From an optimization exercise on the open Yosys and OpenROAD flow, aimed at small area, a short achievable clock period and few clock cycles per item; shortcuts taken in it are not production practice. The RTL was checked by simulation tests, not by an equivalence proof against the original design. Power is estimated from default activity; no workload was simulated.

Setup of before:
==> flow/design.v (excerpt) <==
module pack_cell_extreme_aggregator_top #(
  parameter int PACKS = pcea_pkg::PACKS_DEFAULT
) (
  input  logic                            clk,
  input  logic                            rst_n,
  input  logic                            in_tvalid,
  output logic                            in_tready,
  input  logic [pcea_pkg::IN_DATA_W-1:0]  in_tdata,
  input  logic                            in_tuser,
  output logic                            out_tvalid,
  input  logic                            out_tready,
  output logic [pcea_pkg::OUT_DATA_W-1:0] out_tdata
);
  logic [PACKS-1:0] wv, wt;
  logic             ev;
  logic [63:0]      bytes;
  logic             stall;
  logic             rdy;
  pcea_front #(
    .PACKS(PACKS)
  ) u_front (
    .clk      (clk),
    .rst_n    (rst_n),
    .in_tvalid(in_tvalid),
    .in_tready(in_tready),
    .in_tdata (in_tdata),
    .in_tuser (in_tuser),
    .stall     (stall),
    .rdy       (rdy),
    .wv_r     (wv),
    .wt_r     (wt),
    .ev_r     (ev),
    .bytes_r  (bytes)
  );
  pcea_back #(
    .PACKS(PACKS)
  ) u_back (
  ...
For scale: ~2,000 flip-flops, ~200 I/O pins.
==> module pcea_back, before the edit <==
module pcea_back #(
  parameter int PACKS = pcea_pkg::PACKS_DEFAULT
) (
  input  logic                            clk,
  input  logic                            rst_n,
  input  logic [PACKS-1:0]                wv_r,
  input  logic [PACKS-1:0]                wt_r,
  input  logic                            ev_r,
  input  logic [63:0]                     bytes_r,
  output logic                            stall,
  output logic                            rdy_r,        
  output logic                            out_tvalid,
  input  logic                            out_tready,
  output logic [pcea_pkg::OUT_DATA_W-1:0] out_tdata
);
  localparam int SUM_W = pcea_pkg::SUM_W;
  logic [PACKS*16-1:0] vmax_r, vmin_r;
  logic [PACKS*8-1:0]  vmax_cell_r, vmin_cell_r;
  logic [PACKS*8-1:0]  tmax_r, tmin_r, tmax_cell_r, tmin_cell_r;
  logic [SUM_W-1:0]    sum_r;
  logic [63:0]      wd;
  logic [PACKS-1:0] env, ent;
  logic             stall_r;
  logic             any_t;
  assign wd    = bytes_r & {64{rst_n}};
  assign env   = (wv_r & {PACKS{!stall_r}}) | {PACKS{!rst_n}};
  assign ent   = (wt_r & {PACKS{!stall_r}}) | {PACKS{!rst_n}};
  assign any_t = (|wt_r) && !stall_r;
  always_ff @(posedge clk) begin
    for (int p = 0; p < PACKS; p++) begin
      if (env[p]) begin
        vmax_r[16*p +: 16]    <= {wd[23:16], wd[31:24]};
        vmin_r[16*p +: 16]    <= {wd[39:32], wd[47:40]};
        vmax_cell_r[8*p +: 8] <= wd[55:48];
        vmin_cell_r[8*p +: 8] <= wd[63:56];
      end
      if (ent[p]) begin
        tmax_r[8*p +: 8]      <= wd[7:0];
        tmin_r[8*p +: 8]      <= wd[15:8];
        tmax_cell_r[8*p +: 8] <= wd[23:16];
        tmin_cell_r[8*p +: 8] <= wd[31:24];
      end
    end
  end
  logic [7:0] old_max, old_min;
  always_comb begin
    old_max = '0;
    old_min = '0;
    for (int p = 0; p < PACKS; p++) begin
      old_max = old_max | ({8{wt_r[p]}} & tmax_r[8*p +: 8]);
      old_min = old_min | ({8{wt_r[p]}} & tmin_r[8*p +: 8]);
    end
  end
  logic [9:0] dsum_r;
  logic       dv_r;
  always_ff @(posedge clk) begin
    dsum_r <= 10'(bytes_r[7:0]) + 10'(bytes_r[15:8]) - 10'(old_max) - 10'(old_min);
  end
  always_ff @(posedge clk) begin
    if (!rst_n) begin
      dv_r  <= 1'b0;
      sum_r <= '0;
    end else begin
      dv_r <= any_t;
      if (dv_r) begin
        sum_r <= sum_r + {{(SUM_W-10){dsum_r[9]}}, dsum_r};
      end
    end
  end
  logic [15:0] vh, vl;
  logic [7:0]  vhc, vlc, th, thc, tl, tlc;
  pcea_queue #(.W(16), .IS_MAX(1'b1)) u_vh (.clk(clk), .val(vmax_r), .cl(vmax_cell_r), .rval(vh), .rcl(vhc));
  pcea_queue #(.W(16), .IS_MAX(1'b0)) u_vl (.clk(clk), .val(vmin_r), .cl(vmin_cell_r), .rval(vl), .rcl(vlc));
  pcea_queue #(.W(8),  .IS_MAX(1'b1)) u_th (.clk(clk), .val(tmax_r), .cl(tmax_cell_r), .rval(th), .rcl(thc));
  pcea_queue #(.W(8),  .IS_MAX(1'b0)) u_tl (.clk(clk), .val(tmin_r), .cl(tmin_cell_r), .rval(tl), .rcl(tlc));
  logic a2_v_r, a3_v_r, c1_v_r, c2_v_r, out_v_r;
  logic a2_go;
  logic a2_v_nx, out_v_nx, busy_nx;
  assign stall    = stall_r;
  assign a2_go    = a2_v_r && !stall_r;
  assign a2_v_nx  = stall_r || ev_r;
  assign out_v_nx = c2_v_r || (out_v_r && !out_tready);
  assign busy_nx  = a2_go || a3_v_r || c1_v_r || out_v_nx;
  always_ff @(posedge clk) begin
    if (!rst_n) begin
      a2_v_r  <= 1'b0;
      a3_v_r  <= 1'b0;
      c1_v_r  <= 1'b0;
      c2_v_r  <= 1'b0;
      out_v_r <= 1'b0;
      stall_r <= 1'b0;
      rdy_r   <= 1'b1;
    end else begin
      a2_v_r  <= a2_v_nx;
      a3_v_r  <= a2_go;
      c1_v_r  <= a3_v_r;
      c2_v_r  <= c1_v_r;
      out_v_r <= out_v_nx;
      stall_r <= a2_v_nx && busy_nx;
      rdy_r   <= !(a2_v_nx && busy_nx);
    end
  end
  logic [79:0]      res_r;
  logic [SUM_W-1:0] sum_snap_r;
  logic [SUM_W-1:0] rem_r;
  logic             rdy_res_r;
  logic [8:0]       avg_r;
  logic [25:0]      prod;
  always_ff @(posedge clk) begin
    if (a2_go) begin
      sum_snap_r <= sum_r;
    end
    if (a3_v_r) begin
      res_r <= {tlc, tl, thc, th, vlc, vl, vhc, vh};
    end
  end
  assign prod = {rem_r, 13'd0} - {rem_r, 9'd0} + {rem_r, 5'd0} - 26'(rem_r);
  always_ff @(posedge clk) begin
    rem_r     <= sum_snap_r - SUM_W'(res_r[55:48]) - SUM_W'(res_r[71:64]);
    rdy_res_r <= (res_r[39:24] != 16'd0) && (res_r[71:64] != 8'd0);
    avg_r     <= {rdy_res_r, prod[25:18]};
  end
  assign out_tvalid = out_v_r;
  assign out_tdata  = {7'd0, avg_r, res_r};
endmodule
make LEC_CHECK=0 CAP_MARGIN=20 CORE_MARGIN=2 CORE_UTILIZATION=60 CTS_CLUSTER_DIAMETER=100 CTS_CLUSTER_SIZE=30 PLACE_DENSITY=0.7 SETUP_SLACK_MARGIN=5 SLEW_MARGIN=20 finish   # period 9.0 ns
run.sh (not shown) runs the stock make flow with config.mk's settings and CLKGATE_MAP_FILE= SYNTH_SCRIPT=/design/flow/synth_recipe.tcl, a recipe that flattens the netlist after the stock synthesis.
Testbench counts of before, summed over its fixed seeds: cycles 16,872, evals 1,288.
Here is what was changed in the inputs of after compared with before.
--- a/flow/design.v
+++ b/flow/design.v
@@ -223,38 +223,42 @@
   pcea_queue #(.W(16), .IS_MAX(1'b1)) u_vh (.clk(clk), .val(vmax_r), .cl(vmax_cell_r), .rval(vh), .rcl(vhc));
   pcea_queue #(.W(16), .IS_MAX(1'b0)) u_vl (.clk(clk), .val(vmin_r), .cl(vmin_cell_r), .rval(vl), .rcl(vlc));
   pcea_queue #(.W(8),  .IS_MAX(1'b1)) u_th (.clk(clk), .val(tmax_r), .cl(tmax_cell_r), .rval(th), .rcl(thc));
   pcea_queue #(.W(8),  .IS_MAX(1'b0)) u_tl (.clk(clk), .val(tmin_r), .cl(tmin_cell_r), .rval(tl), .rcl(tlc));
-  logic a2_v_r, a3_v_r, c1_v_r, c2_v_r, out_v_r;
+  logic a2_v_r, a3_v_r, c1_v_r, c2_v_r, c3_v_r, out_v_r;
   logic a2_go;
   logic a2_v_nx, out_v_nx, busy_nx;
   assign stall    = stall_r;
   assign a2_go    = a2_v_r && !stall_r;
   assign a2_v_nx  = stall_r || ev_r;
-  assign out_v_nx = c2_v_r || (out_v_r && !out_tready);
-  assign busy_nx  = a2_go || a3_v_r || c1_v_r || out_v_nx;
+  assign out_v_nx = c3_v_r || (out_v_r && !out_tready);
+  assign busy_nx  = a2_go || a3_v_r || c1_v_r || c2_v_r || out_v_nx;
   always_ff @(posedge clk) begin
     if (!rst_n) begin
       a2_v_r  <= 1'b0;
       a3_v_r  <= 1'b0;
       c1_v_r  <= 1'b0;
       c2_v_r  <= 1'b0;
+      c3_v_r  <= 1'b0;
       out_v_r <= 1'b0;
       stall_r <= 1'b0;
       rdy_r   <= 1'b1;
     end else begin
       a2_v_r  <= a2_v_nx;
       a3_v_r  <= a2_go;
       c1_v_r  <= a3_v_r;
       c2_v_r  <= c1_v_r;
+      c3_v_r  <= c2_v_r;
       out_v_r <= out_v_nx;
       stall_r <= a2_v_nx && busy_nx;
       rdy_r   <= !(a2_v_nx && busy_nx);
     end
   end
   logic [79:0]      res_r;
   logic [SUM_W-1:0] sum_snap_r;
   logic [SUM_W-1:0] rem_r;
+  logic [17:0]      m15_r;
+  logic [18:0]      m31_r;
   logic             rdy_res_r;
   logic [8:0]       avg_r;
   logic [25:0]      prod;
   always_ff @(posedge clk) begin
@@ -264,11 +268,13 @@
     if (a3_v_r) begin
       res_r <= {tlc, tl, thc, th, vlc, vl, vhc, vh};
     end
   end
-  assign prod = {rem_r, 13'd0} - {rem_r, 9'd0} + {rem_r, 5'd0} - 26'(rem_r);
+  assign prod = {m15_r, 9'd0} + 26'(m31_r);
   always_ff @(posedge clk) begin
     rem_r     <= sum_snap_r - SUM_W'(res_r[55:48]) - SUM_W'(res_r[71:64]);
+    m15_r     <= {rem_r, 4'd0} - 18'(rem_r);
+    m31_r     <= {rem_r, 5'd0} - 19'(rem_r);
     rdy_res_r <= (res_r[39:24] != 16'd0) && (res_r[71:64] != 8'd0);
     avg_r     <= {rdy_res_r, prod[25:18]};
   end
   assign out_tvalid = out_v_r;
[summary]
[compare] base=before new=after: clock-pin transition on the worst setup and hold timing paths essentially unchanged, total internal power down 2.1%, layout-stage area growth over the synthesis result held, maximum number of pins on one net before global-route repair grew by 50, core utilization comparable.
Lower average cell area after synthesis goes to before over after.
The run with more routed wire is before, not after.
Run comparison: before endpoint of the most critical setup path u_back.u_tl.gc_r[1][5]; after endpoint of the most critical setup path u_back.res_r[65]
Multi-input logic portion of the cell area is higher on before
When after is measured against before, its worst reg-to-reg path cell count turns out 2 lower.
Testbench counts of after, summed over its fixed seeds: cycles 16,984, evals 1,288.


The RTL this note starts from:
==> flow/design.v <==
`timescale 1ns / 1ps
package pcea_pkg;
  localparam int PACKS_DEFAULT = 18;
  localparam logic [20:0] CODE_VOLT = 21'h18FF36;
  localparam logic [20:0] CODE_TEMP = 21'h18FF4B;
  localparam int IN_DATA_W  = 96;
  localparam int OUT_DATA_W = 96;
  localparam int SUM_W      = 14;   
endpackage
`timescale 1ns / 1ps
module pcea_front #(
  parameter int PACKS = pcea_pkg::PACKS_DEFAULT
) (
  input  logic                           clk,
  input  logic                           rst_n,
  input  logic                           in_tvalid,
  output logic                           in_tready,
  input  logic [pcea_pkg::IN_DATA_W-1:0] in_tdata,
  input  logic                           in_tuser,
  input  logic                           stall,        
  input  logic                           rdy,          
  output logic [PACKS-1:0]               wv_r,         
  output logic [PACKS-1:0]               wt_r,         
  output logic                           ev_r,         
  output logic [63:0]                    bytes_r
);
  logic [7:0]  pack_raw;
  logic [7:0]  pack_dec;
  logic [20:0] code;
  logic        is_volt;
  logic        is_temp;
  logic        take;
  assign pack_raw = in_tdata[7:0];
  assign pack_dec = (pack_raw != 8'd0) ? pack_raw - 8'd1 : 8'd0;
  assign code     = in_tdata[28:8];
  assign is_volt  = code == pcea_pkg::CODE_VOLT;
  assign is_temp  = code == pcea_pkg::CODE_TEMP;
  assign take     = in_tvalid && rdy;
  always_ff @(posedge clk) begin
    if (!rst_n) begin
      wv_r  <= '0;
      wt_r  <= '0;
      ev_r  <= 1'b0;
    end else begin
      if (take) begin
        for (int p = 0; p < PACKS; p++) begin
          wv_r[p] <= !in_tuser && is_volt && pack_dec == 8'(p);
          wt_r[p] <= !in_tuser && is_temp && pack_dec == 8'(p);
        end
        ev_r <= in_tuser;
      end else if (!stall) begin
        wv_r <= '0;
        wt_r <= '0;
        ev_r <= 1'b0;
      end
    end
  end
  always_ff @(posedge clk) begin
    if (take) begin
      bytes_r <= in_tdata[92:29];
    end
  end
  assign in_tready = rdy;
endmodule
`timescale 1ns / 1ps
module pcea_queue #(
  parameter int W      = 16,
  parameter bit IS_MAX = 1'b1
) (
  input  logic            clk,
  input  logic [18*W-1:0] val,
  input  logic [18*8-1:0] cl,
  output logic [W-1:0]    rval,
  output logic [7:0]      rcl
);
  function automatic logic ge(input logic [W-1:0] a, input logic [W-1:0] b);
    logic [W-1:0] g;
    logic [W-1:0] p;
    g = a & ~b;
    p = a | ~b;
    for (int l = 0; l < $clog2(W); l++) begin
      for (int i = 0; i < (W >> (l + 1)); i++) begin
        g[i] = g[2*i+1] | (p[2*i+1] & g[2*i]);
        p[i] = p[2*i+1] & p[2*i];
      end
    end
    ge = g[0] | p[0];
  endfunction
  function automatic logic beats(input logic [W-1:0] b, input logic [W-1:0] a);
    beats = IS_MAX ? ge(b, a) : ge(a, b);
  endfunction
  logic [W-1:0] v    [18];
  logic [7:0]   c    [18];
  logic [8:0]   d1;
  logic [8:0]   d1_r;
  logic [W-1:0] n1   [9];
  logic [17:0]  oh;
  logic [2:0]   b2;
  logic [2:0]   t2;
  logic [W-1:0] gv   [3];
  logic [7:0]   gc   [3];
  logic [W-1:0] gv_r [3];
  logic [7:0]   gc_r [3];
  logic         rb;
  logic         rt;
  always_comb begin
    for (int i = 0; i < 18; i++) begin
      v[i] = val[W*i +: W];
      c[i] = cl[8*i +: 8];
    end
    for (int k = 0; k < 9; k++) begin
      d1[k] = beats(v[2*k+1], v[2*k]);
    end
  end
  always_ff @(posedge clk) begin
    d1_r <= d1;
  end
  always_comb begin
    for (int k = 0; k < 9; k++) begin
      n1[k] = d1_r[k] ? v[2*k+1] : v[2*k];
    end
    for (int g = 0; g < 3; g++) begin
      b2[g] = beats(n1[3*g+1], n1[3*g]);
      t2[g] = beats(n1[3*g+2], n1[3*g]) && beats(n1[3*g+2], n1[3*g+1]);
      gv[g] = t2[g] ? n1[3*g+2] : (b2[g] ? n1[3*g+1] : n1[3*g]);
      oh[6*g+5] = t2[g] && d1_r[3*g+2];
      oh[6*g+4] = t2[g] && !d1_r[3*g+2];
      oh[6*g+3] = !t2[g] && b2[g] && d1_r[3*g+1];
      oh[6*g+2] = !t2[g] && b2[g] && !d1_r[3*g+1];
      oh[6*g+1] = !t2[g] && !b2[g] && d1_r[3*g];
      oh[6*g]   = !t2[g] && !b2[g] && !d1_r[3*g];
      gc[g] = '0;
      for (int l = 0; l < 6; l++) begin
        gc[g] = gc[g] | ({8{oh[6*g+l]}} & c[6*g+l]);
      end
    end
  end
  always_ff @(posedge clk) begin
    for (int g = 0; g < 3; g++) begin
      gv_r[g] <= gv[g];
      gc_r[g] <= gc[g];
    end
  end
  always_comb begin
    rb   = beats(gv_r[1], gv_r[0]);
    rt   = beats(gv_r[2], gv_r[0]) && beats(gv_r[2], gv_r[1]);
    rval = rt ? gv_r[2] : (rb ? gv_r[1] : gv_r[0]);
    rcl  = rt ? gc_r[2] : (rb ? gc_r[1] : gc_r[0]);
  end
endmodule
`timescale 1ns / 1ps
module pcea_back #(
  parameter int PACKS = pcea_pkg::PACKS_DEFAULT
) (
  input  logic                            clk,
  input  logic                            rst_n,
  input  logic [PACKS-1:0]                wv_r,
  input  logic [PACKS-1:0]                wt_r,
  input  logic                            ev_r,
  input  logic [63:0]                     bytes_r,
  output logic                            stall,
  output logic                            rdy_r,        
  output logic                            out_tvalid,
  input  logic                            out_tready,
  output logic [pcea_pkg::OUT_DATA_W-1:0] out_tdata
);
  localparam int SUM_W = pcea_pkg::SUM_W;
  logic [PACKS*16-1:0] vmax_r, vmin_r;
  logic [PACKS*8-1:0]  vmax_cell_r, vmin_cell_r;
  logic [PACKS*8-1:0]  tmax_r, tmin_r, tmax_cell_r, tmin_cell_r;
  logic [SUM_W-1:0]    sum_r;
  logic [63:0]      wd;
  logic [PACKS-1:0] env, ent;
  logic             stall_r;
  logic             any_t;
  assign wd    = bytes_r & {64{rst_n}};
  assign env   = (wv_r & {PACKS{!stall_r}}) | {PACKS{!rst_n}};
  assign ent   = (wt_r & {PACKS{!stall_r}}) | {PACKS{!rst_n}};
  assign any_t = (|wt_r) && !stall_r;
  always_ff @(posedge clk) begin
    for (int p = 0; p < PACKS; p++) begin
      if (env[p]) begin
        vmax_r[16*p +: 16]    <= {wd[23:16], wd[31:24]};
        vmin_r[16*p +: 16]    <= {wd[39:32], wd[47:40]};
        vmax_cell_r[8*p +: 8] <= wd[55:48];
        vmin_cell_r[8*p +: 8] <= wd[63:56];
      end
      if (ent[p]) begin
        tmax_r[8*p +: 8]      <= wd[7:0];
        tmin_r[8*p +: 8]      <= wd[15:8];
        tmax_cell_r[8*p +: 8] <= wd[23:16];
        tmin_cell_r[8*p +: 8] <= wd[31:24];
      end
    end
  end
  logic [7:0] old_max, old_min;
  always_comb begin
    old_max = '0;
    old_min = '0;
    for (int p = 0; p < PACKS; p++) begin
      old_max = old_max | ({8{wt_r[p]}} & tmax_r[8*p +: 8]);
      old_min = old_min | ({8{wt_r[p]}} & tmin_r[8*p +: 8]);
    end
  end
  logic [9:0] dsum_r;
  logic       dv_r;
  always_ff @(posedge clk) begin
    dsum_r <= 10'(bytes_r[7:0]) + 10'(bytes_r[15:8]) - 10'(old_max) - 10'(old_min);
  end
  always_ff @(posedge clk) begin
    if (!rst_n) begin
      dv_r  <= 1'b0;
      sum_r <= '0;
    end else begin
      dv_r <= any_t;
      if (dv_r) begin
        sum_r <= sum_r + {{(SUM_W-10){dsum_r[9]}}, dsum_r};
      end
    end
  end
  logic [15:0] vh, vl;
  logic [7:0]  vhc, vlc, th, thc, tl, tlc;
  pcea_queue #(.W(16), .IS_MAX(1'b1)) u_vh (.clk(clk), .val(vmax_r), .cl(vmax_cell_r), .rval(vh), .rcl(vhc));
  pcea_queue #(.W(16), .IS_MAX(1'b0)) u_vl (.clk(clk), .val(vmin_r), .cl(vmin_cell_r), .rval(vl), .rcl(vlc));
  pcea_queue #(.W(8),  .IS_MAX(1'b1)) u_th (.clk(clk), .val(tmax_r), .cl(tmax_cell_r), .rval(th), .rcl(thc));
  pcea_queue #(.W(8),  .IS_MAX(1'b0)) u_tl (.clk(clk), .val(tmin_r), .cl(tmin_cell_r), .rval(tl), .rcl(tlc));
  logic a2_v_r, a3_v_r, c1_v_r, c2_v_r, c3_v_r, out_v_r;
  logic a2_go;
  logic a2_v_nx, out_v_nx, busy_nx;
  assign stall    = stall_r;
  assign a2_go    = a2_v_r && !stall_r;
  assign a2_v_nx  = stall_r || ev_r;
  assign out_v_nx = c3_v_r || (out_v_r && !out_tready);
  assign busy_nx  = a2_go || a3_v_r || c1_v_r || c2_v_r || out_v_nx;
  always_ff @(posedge clk) begin
    if (!rst_n) begin
      a2_v_r  <= 1'b0;
      a3_v_r  <= 1'b0;
      c1_v_r  <= 1'b0;
      c2_v_r  <= 1'b0;
      c3_v_r  <= 1'b0;
      out_v_r <= 1'b0;
      stall_r <= 1'b0;
      rdy_r   <= 1'b1;
    end else begin
      a2_v_r  <= a2_v_nx;
      a3_v_r  <= a2_go;
      c1_v_r  <= a3_v_r;
      c2_v_r  <= c1_v_r;
      c3_v_r  <= c2_v_r;
      out_v_r <= out_v_nx;
      stall_r <= a2_v_nx && busy_nx;
      rdy_r   <= !(a2_v_nx && busy_nx);
    end
  end
  logic [79:0]      res_r;
  logic [SUM_W-1:0] sum_snap_r;
  logic [SUM_W-1:0] rem_r;
  logic [17:0]      m15_r;
  logic [18:0]      m31_r;
  logic             rdy_res_r;
  logic [8:0]       avg_r;
  logic [25:0]      prod;
  always_ff @(posedge clk) begin
    if (a2_go) begin
      sum_snap_r <= sum_r;
    end
    if (a3_v_r) begin
      res_r <= {tlc, tl, thc, th, vlc, vl, vhc, vh};
    end
  end
  assign prod = {m15_r, 9'd0} + 26'(m31_r);
  always_ff @(posedge clk) begin
    rem_r     <= sum_snap_r - SUM_W'(res_r[55:48]) - SUM_W'(res_r[71:64]);
    m15_r     <= {rem_r, 4'd0} - 18'(rem_r);
    m31_r     <= {rem_r, 5'd0} - 19'(rem_r);
    rdy_res_r <= (res_r[39:24] != 16'd0) && (res_r[71:64] != 8'd0);
    avg_r     <= {rdy_res_r, prod[25:18]};
  end
  assign out_tvalid = out_v_r;
  assign out_tdata  = {7'd0, avg_r, res_r};
endmodule
`timescale 1ns / 1ps
module pack_cell_extreme_aggregator_top #(
  parameter int PACKS = pcea_pkg::PACKS_DEFAULT
) (
  input  logic                            clk,
  input  logic                            rst_n,
  input  logic                            in_tvalid,
  output logic                            in_tready,
  input  logic [pcea_pkg::IN_DATA_W-1:0]  in_tdata,
  input  logic                            in_tuser,
  output logic                            out_tvalid,
  input  logic                            out_tready,
  output logic [pcea_pkg::OUT_DATA_W-1:0] out_tdata
);
  logic [PACKS-1:0] wv, wt;
  logic             ev;
  logic [63:0]      bytes;
  logic             stall;
  logic             rdy;
  pcea_front #(
    .PACKS(PACKS)
  ) u_front (
    .clk      (clk),
    .rst_n    (rst_n),
    .in_tvalid(in_tvalid),
    .in_tready(in_tready),
    .in_tdata (in_tdata),
    .in_tuser (in_tuser),
    .stall     (stall),
    .rdy       (rdy),
    .wv_r     (wv),
    .wt_r     (wt),
    .ev_r     (ev),
    .bytes_r  (bytes)
  );
  pcea_back #(
    .PACKS(PACKS)
  ) u_back (
    .clk       (clk),
    .rst_n     (rst_n),
    .wv_r      (wv),
    .wt_r      (wt),
    .ev_r      (ev),
    .bytes_r   (bytes),
    .stall     (stall),
    .rdy_r     (rdy),
    .out_tvalid(out_tvalid),
    .out_tready(out_tready),
    .out_tdata (out_tdata)
  );
endmodule
export LEC_CHECK = 0
export CAP_MARGIN = 20
export CORE_MARGIN = 2
export CORE_UTILIZATION = 40
export SETUP_SLACK_MARGIN = 5
export SLEW_MARGIN = 20
create_clock -name core_clock -period 9.0 [get_ports {clk}]
Testbench counts at the start, summed over its fixed seeds: cycles 16,984, evals 1,288.
Then changed:
--- a/flow/design.v
+++ b/flow/design.v
@@ -94,7 +94,7 @@
   logic [8:0]   d1;
   logic [8:0]   d1_r;
   logic [W-1:0] n1   [9];
-  logic [17:0]  oh;
+  logic [7:0]   n1c  [9];
   logic [2:0]   b2;
   logic [2:0]   t2;
   logic [W-1:0] gv   [3];
@@ -117,22 +117,14 @@
   end
   always_comb begin
     for (int k = 0; k < 9; k++) begin
-      n1[k] = d1_r[k] ? v[2*k+1] : v[2*k];
+      n1[k]  = d1_r[k] ? v[2*k+1] : v[2*k];
+      n1c[k] = d1_r[k] ? c[2*k+1] : c[2*k];
     end
     for (int g = 0; g < 3; g++) begin
       b2[g] = beats(n1[3*g+1], n1[3*g]);
       t2[g] = beats(n1[3*g+2], n1[3*g]) && beats(n1[3*g+2], n1[3*g+1]);
-      gv[g] = t2[g] ? n1[3*g+2] : (b2[g] ? n1[3*g+1] : n1[3*g]);
-      oh[6*g+5] = t2[g] && d1_r[3*g+2];
-      oh[6*g+4] = t2[g] && !d1_r[3*g+2];
-      oh[6*g+3] = !t2[g] && b2[g] && d1_r[3*g+1];
-      oh[6*g+2] = !t2[g] && b2[g] && !d1_r[3*g+1];
-      oh[6*g+1] = !t2[g] && !b2[g] && d1_r[3*g];
-      oh[6*g]   = !t2[g] && !b2[g] && !d1_r[3*g];
-      gc[g] = '0;
-      for (int l = 0; l < 6; l++) begin
-        gc[g] = gc[g] | ({8{oh[6*g+l]}} & c[6*g+l]);
-      end
+      gv[g] = t2[g] ? n1[3*g+2]  : (b2[g] ? n1[3*g+1]  : n1[3*g]);
+      gc[g] = t2[g] ? n1c[3*g+2] : (b2[g] ? n1c[3*g+1] : n1c[3*g]);
     end
   end
   always_ff @(posedge clk) begin
Outcome: Area after synthesis went up by 2.3%. Global-route usage goes up by 0.33 points. Total power goes up by 1.1%. Design area rises by 1.1%. Count of clock-buffer cells in the layout does not change. Sequential power hardly moves. Die area goes up by 2.3%. Maximum frequency grows by 1.6%. Hold slack gets better by 0.0071 ns. Final cell count rose by 4.0%. Setup slack is better by 0.063 ns. Critical path depth falls by 1.
Testbench counts after the change, summed over its fixed seeds: cycles 16,984, evals 1,288.

what the ideal ports hide:
The results above use ideal ports. As a check the final layouts listed here were re-extracted and re-timed, cells and wires unchanged.
Step 1 (the two cells are an assumption about what drives the block):
set clk [get_ports {clk}]
set_driving_cell -lib_cell sky130_fd_sc_hd__clkbuf_16 $clk
set_driving_cell -lib_cell sky130_fd_sc_hd__buf_2 [delete_from_list [all_inputs] $clk]
Step 2, shift: input delay + t, output delay - t, t = (earliest + latest rising clock arrival at the registers) / 2. This alone moves slack from input paths to output paths.
a / b / c = ideal ports / drivers / drivers and shift; a / b = the first two.
run | t, ns | slack for setup (ns) | worst setup path after step 2 | latest minus earliest clock arrival (ns)
before | 0.831 | 5.049 / 5.049 / 4.423 | input to register | 0.044 / 0.045
after | 0.799 | 5.060 / 5.060 / 4.496 | input to register | 0.033 / 0.033
the first run of note 2 | 0.941 | 5.019 / 5.019 / 4.140 | input to register | 0.040 / 0.040
the second run of note 2 | 0.953 | 5.081 / 5.050 / 4.365 | input to register | 0.046 / 0.047
After both steps setup and hold are still met in every run listed. For the first run of note 2, which loses most, drivers alone change the setup slack by 0.000 ns; drivers and shift together by -0.879 ns.
